What follows belongs to an exercise in optimizing a design on an open flow for small area, a short achievable clock period and few clock cycles per item; a production flow would make more cautious choices. The RTL was checked by simulation tests, not by an equivalence proof against the original design.

== build 76 ==
==> flow/design.v (excerpt) <==
module mdu (
   input  logic        clk,
   input  logic        rst_n,
   input  logic        start,
   input  logic [3:0]  opMDU,
   input  logic [31:0] SrcA,
   input  logic [31:0] SrcB,
   output logic        busy,
   output logic        stall_req,
   output logic [31:0] HI,
   output logic [31:0] LO
);
   localparam int SD = 4;    
   logic w_isMult, w_isMultu, w_isDiv, w_isDivu, w_isMul, w_isDv, w_isMD;
   assign w_isMult  = (opMDU == 4'd1);
   assign w_isMultu = (opMDU == 4'd2);
   assign w_isDiv   = (opMDU == 4'd3);
   assign w_isDivu  = (opMDU == 4'd4);
   assign w_isMul   = w_isMult | w_isMultu;
   assign w_isDv    = w_isDiv | w_isDivu;
   assign w_isMD    = w_isMul | w_isDv;
   logic r_busy;
   logic w_go;
   assign w_go = start & ~r_busy;
   logic [31:0] r_hi, r_lo;
   logic [32:0] r_m;       
   logic [32:0] r_a;       
   logic [31:0] r_p;       
   logic        r_yp;      
   logic        r_yx;      
   logic [1:0]  r_n;       
   logic [3:0]  r_cnt;     
   logic        r_dv;      
   logic        r_sq, r_sr;  
   logic        r_dci;     
   function automatic logic [1:0] ngrp(input logic [31:0] x, input logic sgn);
      logic e;
      e = sgn & x[31];
      if (x[31:15] == {17{e}}) ngrp = 2'd1;
      else if (x[31] == e)     ngrp = 2'd2;
      else                     ngrp = 2'd3;
   endfunction
   logic [1:0]  w_nA, w_nB, w_nMin;
   logic        w_swap;
   logic [31:0] w_x, w_y;
   assign w_nA   = ngrp(SrcA, w_isMult);
   assign w_nB   = ngrp(SrcB, w_isMult);
   assign w_swap = (w_nA < w_nB);
   assign w_x    = w_swap ? SrcB : SrcA;
   assign w_y    = w_swap ? SrcA : SrcB;
  ...
clock: 105.0 ns
lec_check: 0
abc_area: 1
cap_margin: 20
core_margin: 2
core_utilization: 75
slew_margin: 20
standard.sh (not shown) runs the stock make flow with config.mk's settings and CLKGATE_MAP_FILE= SYNTH_SCRIPT=/design/flow/synth_recipe.tcl, a recipe that flattens the netlist after the stock synthesis.
==> flow/flow/run.sh <==
#!/bin/bash
# The standard layout (standard.sh: ORFS synthesis to finish) with two
# changes: the port buffers are sky130_fd_sc_hd__buf_1 instead of the default
# delay-buffer cell (every input and output port still gets its own buffer),
# and timing repair aims at a 63 ns setup slack margin, so that it works on
# the one path (start/opMDU to stall_req) that sets the achieved period.
set -euo pipefail
bash standard.sh 'BUFFER_PORTS_ARGS=-buffer_cell sky130_fd_sc_hd__buf_1' 'SETUP_SLACK_MARGIN=63' finish > standard_flow.log 2>&1
Every stage of the flow completed for build 76, and the final layout passed the timing, DRC and antenna checks.
Testbench counts of build 76, summed over its fixed seeds: cycles 21,684, items 12,000.
Inputs modified between build 76 and build 9:
- changing CORE_UTILIZATION from 75 to 60
==> flow/flow/run.sh <==
#!/bin/bash
# The standard layout (standard.sh: ORFS synthesis to finish), except that the
# port buffers are sky130_fd_sc_hd__buf_1 instead of the default delay-buffer
# cell: every input and output port still gets its own buffer.
set -euo pipefail
bash standard.sh 'BUFFER_PORTS_ARGS=-buffer_cell sky130_fd_sc_hd__buf_1' finish > standard_flow.log 2>&1
--- outcome ---
- Sort build 9 and build 76 by count of instances resized after the clock tree is built asc -> top: build 9
- Changes observed in build 9 relative to build 76: clock buffer instance count of the final layout moved up; data required time at the worst endpoint level; minimum setup slack after placement level; number of antenna violations at the first check in global routing moved down; end-of-flow core utilization moved down.
- Sort build 9 and build 76 by final critical delay including setup and external delays desc -> top: build 9
Relative to build 9, the following input files were edited for build 83:
==> flow/flow/run.sh <==
#!/bin/bash
# The standard layout (standard.sh: ORFS synthesis to finish) with two
# changes: the port buffers are sky130_fd_sc_hd__buf_1 instead of the default
# delay-buffer cell (every input and output port still gets its own buffer),
# and timing repair aims at a 63 ns setup slack margin, so that it works on
# the one path (start/opMDU to stall_req) that sets the achieved period.
set -euo pipefail
bash standard.sh 'BUFFER_PORTS_ARGS=-buffer_cell sky130_fd_sc_hd__buf_1' 'SETUP_SLACK_MARGIN=63' finish > standard_flow.log 2>&1
Build 83 gives more initial antenna violation count than build 9 did. Against build 9, cell area in build 83 rose slightly.

## re-timing with driven ports
How much do the figures lean on ideal ports? The routed layouts below were timed once more, with nothing changed but the port constraints.
Step 1, drivers: a clkbuf_16 drives clk and a buf_2 each remaining input, both assumed.
Step 2 moves the port delays by t, midway between the first and last clock arrival at a register: inputs arrive t later, outputs are due t later. That takes back most of the time a late clock gives input paths.
Three values: no drivers, after step 1, after step 2; two values: the first two.
run | t (ns) | setup slack, ns | latest minus earliest clock arrival (ns) | slew at the worst register clock pin (ns) | pins driven straight from the clock port
build 76 | 0.573 | 62.317 / 62.233 / 62.233 | 0.015 / 0.015 | 0.09 / 0.09 | 1
build 9 | 0.573 | 61.952 / 61.929 / 61.929 | 0.036 / 0.036 | 0.11 / 0.11 | 1
build 83 | 0.579 | 62.340 / 62.291 / 62.291 | 0.028 / 0.029 | 0.10 / 0.10 | 1
After both steps every run listed still meets setup and hold. For build 76, which loses most, drivers alone change the setup slack by -0.084 ns; drivers and shift together by -0.084 ns.
